Source: an optimization exercise on an open RTL-to-GDS flow (aim: small area, a short achievable clock period and few clock cycles per item). Production flows keep margins and buffers that such runs may drop.
Only simulation tests tie the RTL to the original design; equivalence was not proved.

==> config.mk <==
export PLATFORM = sky130hd
export DESIGN_NAME = xtea_block_cipher
export DESIGN_NICKNAME = xtea_block_cipher
export VERILOG_FILES = /design/flow/design.v
export SDC_FILE = /design/flow/constraint.sdc
export NUM_CORES = 4
export LEC_CHECK = 0
export CAP_MARGIN = 20
export CORE_MARGIN = 2
export CORE_UTILIZATION = 40
export SLEW_MARGIN = 20
==> constraint.sdc <==
create_clock -name core_clock -period 12.0 [get_ports {clk}]
set_input_delay 2.4000 -clock core_clock [delete_from_list [all_inputs] [get_ports {clk}]]
set_output_delay 2.4000 -clock core_clock [all_outputs]
set_load 0.01 [all_outputs]
==> design.v <==
`default_nettype none
package xtea_pkg;
  localparam logic [31:0] DELTA      = 32'h9E37_79B9;
  localparam int          KEY_SHIFT  = 11;
  localparam int          WORD_W     = 32;
  localparam int          ROUND_W    = 7;
  localparam int          CFG_IDX_W  = 3;
  localparam logic [ROUND_W-1:0] ROUND_RESET = 7'd32;
  localparam logic [WORD_W-1:0]  DEC_SUM_RESET = WORD_W'(DELTA * 32'd32);
  localparam logic [CFG_IDX_W-1:0] REG_KEY0  = 3'd0;
  localparam logic [CFG_IDX_W-1:0] REG_KEY1  = 3'd1;
  localparam logic [CFG_IDX_W-1:0] REG_KEY2  = 3'd2;
  localparam logic [CFG_IDX_W-1:0] REG_KEY3  = 3'd3;
  localparam logic [CFG_IDX_W-1:0] REG_ROUND = 3'd4;
  localparam logic FUNC_ENC = 1'b0;
  localparam logic FUNC_DEC = 1'b1;
  typedef struct packed {
    logic              func;
    logic [WORD_W-1:0] block_first;
    logic [WORD_W-1:0] block_second;
  } in_t;
  typedef struct packed {
    logic [WORD_W-1:0] result_first;
    logic [WORD_W-1:0] result_second;
  } out_t;
  typedef enum logic [1:0] {
    ST_IDLE,
    ST_ROUND,
    ST_FLUSH
  } state_t;
  typedef struct packed {
    logic load;       
    logic step;       
    logic load_out;   
  } cmd_t;
  typedef struct packed {
    logic rounds_zero;  
    logic last_round;   
    logic out_free;     
  } sts_t;
  function automatic logic [WORD_W-1:0] mix(input logic [WORD_W-1:0] w);
    mix = ((w << 4) ^ (w >> 5)) + w;
  endfunction
  function automatic logic [WORD_W-1:0] half_term(input logic [WORD_W-1:0] w,
                                                  input logic [WORD_W-1:0] sum,
                                                  input logic [WORD_W-1:0] key);
    half_term = mix(w) ^ (sum + key);
  endfunction
endpackage
`default_nettype wire
`default_nettype none
module xtea_ctrl (
  input  wire logic             clk,
  input  wire logic             rst,
  input  wire logic             in_valid,
  output logic                  in_stall,
  input  wire xtea_pkg::sts_t   sts,
  output xtea_pkg::cmd_t        cmd
);
  xtea_pkg::state_t state;
  xtea_pkg::state_t state_next;
  always_ff @(posedge clk) begin
    if (rst) begin
      state <= xtea_pkg::ST_IDLE;
    end else begin
      state <= state_next;
    end
  end
  always_comb begin
    state_next = state;
    case (state)
      xtea_pkg::ST_IDLE: begin
        if (in_valid) begin
          state_next = sts.rounds_zero ? xtea_pkg::ST_FLUSH : xtea_pkg::ST_ROUND;
        end
      end
      xtea_pkg::ST_ROUND: begin
        if (sts.last_round) begin
          state_next = xtea_pkg::ST_FLUSH;
        end
      end
      xtea_pkg::ST_FLUSH: begin
        if (sts.out_free) begin
          state_next = xtea_pkg::ST_IDLE;
        end
      end
      default: begin
        state_next = xtea_pkg::ST_IDLE;
      end
    endcase
  end
  always_comb begin
    in_stall     = 1'b1;
    cmd.load     = 1'b0;
    cmd.step     = 1'b0;
    cmd.load_out = 1'b0;
    case (state)
      xtea_pkg::ST_IDLE: begin
        in_stall = 1'b0;
        cmd.load = in_valid;
      end
      xtea_pkg::ST_ROUND: begin
        cmd.step = 1'b1;
      end
      xtea_pkg::ST_FLUSH: begin
        cmd.load_out = sts.out_free;
      end
      default: begin
        in_stall = 1'b1;
      end
    endcase
  end
endmodule
`default_nettype wire
`default_nettype none
module xtea_datapath (
  input  wire logic                                clk,
  input  wire logic                                rst,
  input  wire logic                                cfg_wr,
  input  wire logic [xtea_pkg::CFG_IDX_W-1:0]      cfg_index,
  input  wire logic [xtea_pkg::WORD_W-1:0]         cfg_data,
  input  wire xtea_pkg::in_t                       in_data,
  input  wire xtea_pkg::cmd_t                      cmd,
  output xtea_pkg::sts_t                           sts,
  output logic                                     out_valid,
  input  wire logic                                out_stall,
  output xtea_pkg::out_t                           out_data
);
  logic [xtea_pkg::WORD_W-1:0]  key [4];
  logic [xtea_pkg::ROUND_W-1:0] round_count;
  logic [xtea_pkg::WORD_W-1:0]  dec_sum;
  logic                         func;
  logic [xtea_pkg::WORD_W-1:0]  v0;
  logic [xtea_pkg::WORD_W-1:0]  v1;
  logic [xtea_pkg::WORD_W-1:0]  sum;
  logic [xtea_pkg::ROUND_W-1:0] count;
  logic [xtea_pkg::WORD_W-1:0]  v0_next;
  logic [xtea_pkg::WORD_W-1:0]  v1_next;
  logic [xtea_pkg::WORD_W-1:0]  sum_next;
  always_ff @(posedge clk) begin
    if (rst) begin
      key[0]      <= '0;
      key[1]      <= '0;
      key[2]      <= '0;
      key[3]      <= '0;
      round_count <= xtea_pkg::ROUND_RESET;
      dec_sum     <= xtea_pkg::DEC_SUM_RESET;
    end else if (cfg_wr) begin
      case (cfg_index)
        xtea_pkg::REG_KEY0:  key[0] <= cfg_data;
        xtea_pkg::REG_KEY1:  key[1] <= cfg_data;
        xtea_pkg::REG_KEY2:  key[2] <= cfg_data;
        xtea_pkg::REG_KEY3:  key[3] <= cfg_data;
        xtea_pkg::REG_ROUND: begin
          round_count <= cfg_data[xtea_pkg::ROUND_W-1:0];
          dec_sum     <= xtea_pkg::WORD_W'(xtea_pkg::DELTA *
                         xtea_pkg::WORD_W'(cfg_data[xtea_pkg::ROUND_W-1:0]));
        end
        default: begin
        end
      endcase
    end
  end
  always_comb begin
    if (func == xtea_pkg::FUNC_ENC) begin
      sum_next = sum + xtea_pkg::DELTA;
      v0_next  = v0 + xtea_pkg::half_term(v1, sum, key[sum[1:0]]);
      v1_next  = v1 + xtea_pkg::half_term(v0_next, sum_next,
                 key[sum_next[xtea_pkg::KEY_SHIFT+1:xtea_pkg::KEY_SHIFT]]);
    end else begin
      sum_next = sum - xtea_pkg::DELTA;
      v1_next  = v1 - xtea_pkg::half_term(v0, sum,
                 key[sum[xtea_pkg::KEY_SHIFT+1:xtea_pkg::KEY_SHIFT]]);
      v0_next  = v0 - xtea_pkg::half_term(v1_next, sum_next, key[sum_next[1:0]]);
    end
  end
  always_ff @(posedge clk) begin
    if (cmd.load) begin
      func  <= in_data.func;
      v0    <= in_data.block_first;
      v1    <= in_data.block_second;
      sum   <= (in_data.func == xtea_pkg::FUNC_DEC) ? dec_sum : '0;
      count <= round_count;
    end else if (cmd.step) begin
      v0    <= v0_next;
      v1    <= v1_next;
      sum   <= sum_next;
      count <= count - xtea_pkg::ROUND_W'(1);
    end
  end
  always_ff @(posedge clk) begin
    if (rst) begin
      out_valid <= 1'b0;
    end else if (cmd.load_out) begin
      out_valid <= 1'b1;
    end else if (!out_stall) begin
      out_valid <= 1'b0;
    end
  end
  always_ff @(posedge clk) begin
    if (cmd.load_out) begin
      out_data.result_first  <= v0;
      out_data.result_second <= v1;
    end
  end
  assign sts.rounds_zero = (round_count == '0);
  assign sts.last_round  = (count == xtea_pkg::ROUND_W'(1));
  assign sts.out_free    = !out_valid || !out_stall;
endmodule
`default_nettype wire
`default_nettype none
module xtea_block_cipher (
  input  wire logic                           clk,
  input  wire logic                           rst,
  input  wire logic                           cfg_valid,
  output logic                                cfg_ready,
  input  wire logic [xtea_pkg::CFG_IDX_W-1:0] cfg_index,
  input  wire logic [xtea_pkg::WORD_W-1:0]    cfg_data,
  input  wire logic                           in_valid,
  output logic                                in_stall,
  input  wire logic [64:0]                    in_data,
  output logic                                out_valid,
  input  wire logic                           out_stall,
  output logic [63:0]                         out_data
);
  xtea_pkg::cmd_t cmd;
  xtea_pkg::sts_t sts;
  xtea_pkg::in_t  in_req;
  xtea_pkg::out_t out_res;
  assign in_req   = xtea_pkg::in_t'(in_data);
  assign out_data = 64'(out_res);
  assign cfg_ready = 1'b1;
  xtea_ctrl u_ctrl (
    .clk      (clk),
    .rst      (rst),
    .in_valid (in_valid),
    .in_stall (in_stall),
    .sts      (sts),
    .cmd      (cmd)
  );
  xtea_datapath u_datapath (
    .clk       (clk),
    .rst       (rst),
    .cfg_wr    (cfg_valid && cfg_ready),
    .cfg_index (cfg_index),
    .cfg_data  (cfg_data),
    .in_data   (in_req),
    .cmd       (cmd),
    .sts       (sts),
    .out_valid (out_valid),
    .out_stall (out_stall),
    .out_data  (out_res)
  );
endmodule
`default_nettype wire
==> run.sh <==
#!/bin/bash
# synth_recipe.tcl (not shown) runs the flow's synth.tcl, then flattens the netlist and writes it again
# the make line also repeats each setting of config.mk as NAME=value (left out here)
make -C /OpenROAD-flow-scripts/flow DESIGN_CONFIG=/design/flow/config.mk WORK_HOME=/design/flow/orfs CLKGATE_MAP_FILE= SYNTH_SCRIPT=/design/flow/synth_recipe.tcl finish
==> notes.md <==
[metrics by stage]
step | instance area (sq um) | setup WS (ns)
5_1_grt | 44000 | 0.122
3_3_place_gp | 42600 | 0.755
3_5_place_dp | 42600 | 0.639
6_report | 44000 | 0.606
2_1_floorplan | 39500 | 1.90
4_1_cts | 44000 | 0.602
[cell families (layout without fill, tap and decap cells)]
| family | Yosys count | after routing | share of synthesized area, % |
|---|---|---|---|
| compound gates | 1390 | 1390 | 22.8 |
| xor+xnor | 661 | 661 | 14.8 |
| fa+ha+maj | 519 | 519 | 17.5 |
| buf+inv | 384 | 501 | 3.68 |
| flops | 335 | 335 | 21.2 |
| mux | 183 | 183 | 6.63 |
| other cells | 1 | 1 | 0.00948 |
| simple gates | 1173 | 1173 | 13.4 |
[sequential cells by signal, summed over array words and instances, names as in the netlist]
name,flops
u_datapath.dec_sum,32
u_datapath.key,128
u_datapath.out_data,64
u_datapath.v1,32
u_datapath.out_valid,1
u_datapath.sum,32
u_datapath.round_count,4
u_datapath.count,7
u_ctrl.state,2
u_datapath.func,1
u_datapath.v0,32
[cells in the mapped netlist (all sizes together) (8+ instances only)]
library cell  number  area share (%)
edfxtp           168              13
o21a              50            0.95
xnor2            442             9.8
a311oi            10            0.27
nand2b            39            0.62
buf               25            0.28
nor2             244             2.3
a2111oi           11            0.37
inv              214             2.0
a31oi             37            0.60
dfxtp            167             8.5
nor2b             42            0.66
or4                8            0.15
a31o              13            0.29
a21o             222             4.2
a41oi             10            0.28
nor3              68            0.89
and2              13            0.21
nand3             93             1.2
a222oi            62             1.6
and3              47            0.74
a211oi            31            0.66
o211ai            34            0.66
clkbuf           143             1.4
o21bai            48            0.92
nor4               8            0.13
or3               21            0.34
o21ai            230             2.9
nand2            522             5.0
or2               21            0.33
fa                57             2.9
xor2             215             4.8
o31ai             26            0.49
mux2i            118             3.0
mux4              63             3.6
ha               462              15
nand4             24            0.38
a211o             11            0.24
a21oi            518             6.6
a21boi            11            0.21
[placed cells by master (no fill, tap or decap), types with 27 or more instances in the layout]
master and count:
o211ai_1 33, fa_1 57, clkdlybuf4s50_1 169, xor2_1 214, nor2_1 243, edfxtp_1 168
a31oi_1 36, nor3_1 65, inv_1 214, nor2b_1 42, a211oi_1 27, and3_1 47
xnor2_1 441, a21o_1 222, a21oi_1 516, o21ai_0 220, clkbuf_16 41, ha_1 458
buf_4 42, o21a_1 50, mux2i_1 118, o21bai_1 47, nand2_1 521, nand2b_1 39
dfxtp_1 167, mux4_2 63, a222oi_1 62, nand3_1 91
[layout make-up]
| type | instances | area, sq um |
|---|---|---|
| timing repair buffer | 212 | 2020 |
| tap | 1287 | 1610 |
| clock buffer | 52 | 1120 |
| sequential | 335 | 8390 |
| fill | 9766 | 54100 |
| clock inverter | 21 | 265 |
| multi-input combinational | 3927 | 29800 |
| inverter | 216 | 813 |
[metal layers]
metal	GRT usage, %	vias up	routed length, microns
met5	0	-	51
met2	43.5	1465	63900
met3	3.50	215	11100
li1	-	17100	-
met1	38.8	17500	64700
met4	7.56	8	4170
[worst min-delay path by stage]
stage	to	cells past startpoint	from
finish	u_datapath.dec_sum[20]	2	u_datapath.dec_sum[20]
global route	u_datapath.dec_sum[14]	2	u_datapath.dec_sum[14]
CTS	u_datapath.dec_sum[20]	2	u_datapath.dec_sum[20]
detailed placement	u_datapath.dec_sum[14]	2	u_datapath.dec_sum[14]
global placement	u_datapath.dec_sum[15]	2	u_datapath.dec_sum[15]
floorplan	u_datapath.dec_sum[11]	2	u_datapath.dec_sum[11]
[repair_timing]
item                       CTS  global route
buffers inserted             0             0
resized for setup            0             4
setup endpoints to repair    0             3
hold endpoints to repair     0             0
[tightest hold or removal path, cell delays in order, from the launching register on]
cell,delay (ns)
dfxtp_1,0.31
nand2_1,0.05
a21oi_1,0.05
==> notes.md <==
fraction of layout cells with a size suffix above 1: 5.21%
vias per cell: 5.99
vias in the first global route: 33800
CTS H-tree lvls: 2
clk_skew: 0.0167 ns
grt ovf: 0
DRC: 0
largest net degree at the start of global routing: 89
Finished Core Util: 44.8%
Initial Util: 40.3%
final worst-path cycle share: 95.0%
FFs w/ async S/R, synth: 0%
slowest stage cell, crit path: o21ai_0
R2R cell count: 41
Reg-to-Reg Start: u_datapath.sum[11]
RSZ-0062 raised after global routing: false
ANT cells: 0
DR WL/cell: 23.8 microns
Seq/Total Area, Yosys: 21.2%
WL final: 144000 microns
Worst Setup EP: u_datapath.v0[31]
clk slew on worst S/H paths: 0.06 ns
Clock Latency Late Sink: 0.60 ns
die area: 101000 sq um
CTS tree: yes
Synth Instances: 4646
Critical Path Stages: 41
unique cell type count in the Yosys netlist: 100
hold buffers post-CTS: 0
Startpoint Class: flip-flop
Tot GR Track Use: 27.3%
via count: 36200
Hold Path Class: flip-flop to flip-flop
Final Slew Violations: 0
input/output buffers: 170
Area Growth Syn to Fin: 11.2%
# IOs: 172
Slew headroom: 27.7%
DRT Pass-1 Iters: 10
ys flop type: edfxtp_1
required time worst endpoint: 12.34 ns
post-layout net count: 5356
number of synthesized flops with an enable pin: 168
YS warnings: 3
Rows: 115
FMAX: 0.0878 GHz
R2R Path End: u_datapath.v0[31]
Crit path buffers/inverters: 2
CP Max Fanout: 21
Post-DRT Antenna Nets: 0
first-pass GRT wire length: 212000 microns
Worst path max stage delay: 0.65 ns
minimum clock period: 11.39 ns
synthesized flop and latch total: 335
clk sinks: 335
Routability Congestion: 0.989
die height: 318 microns
critical path endpoint category: flip-flop
Root Driver: clkbuf_16
max_cap viols: 0
Setup TNS: 0 ns
Die X: 318 microns
hold slack: 0.453 ns
Synth Net Count: 5270
top cell family by delay on the critical path: compound AO/OA/AOI/OAI gates
fin cells: 6050
status: complete, no violations
Max clock buf depth: 3
WS Path Type: flip-flop to flip-flop
post-detail-place hpwl: 116000 microns
reg-to-reg slack, setup: 0.61 ns
CP dominant cell by count: xnor2_1
critical path arrival: 11.73 ns
initial antenna violation count: 4
synthesized area: 39500 sq um
syn_area_per_cell: 8.51 sq um
final setup fails: 0
Hold Violations, Final: 0
Worst-Margin Slew: 1.08 ns
CORE AREA: 98100 sq um
Cells after DPL: 5977
Critical Path Source: u_datapath.sum[11]
DRT iter0 DRCs: 3961
TritonCTS Buffers: 40
Testbench counts, summed over its fixed seeds: cycles 17,456, items 512.

==> what the ideal ports hide <==
Ports are ideal in the flow. The routed layout listed here was re-timed in OpenROAD. Step 1 assumes that a clkbuf_16 drives the clock port and a buf_2 every other input. Step 2 moves the port delays by t, midway between the first and last clock arrival at a register: inputs arrive t later, outputs are due t later. That takes back most of the time a late clock gives input paths. Three values: no drivers, after step 1, after step 2; two values: the first two.
t (ns): 0.661
slack for setup (ns): 0.606 / 0.606 / 0.606
latest minus earliest clock arrival (ns): 0.016 / 0.017
slew at the worst register clock pin (ns): 0.06 / 0.06
After both steps setup and hold are still met in this run. The setup slack of this run moves by 0.000 ns with the drivers and by 0.000 ns with both steps.
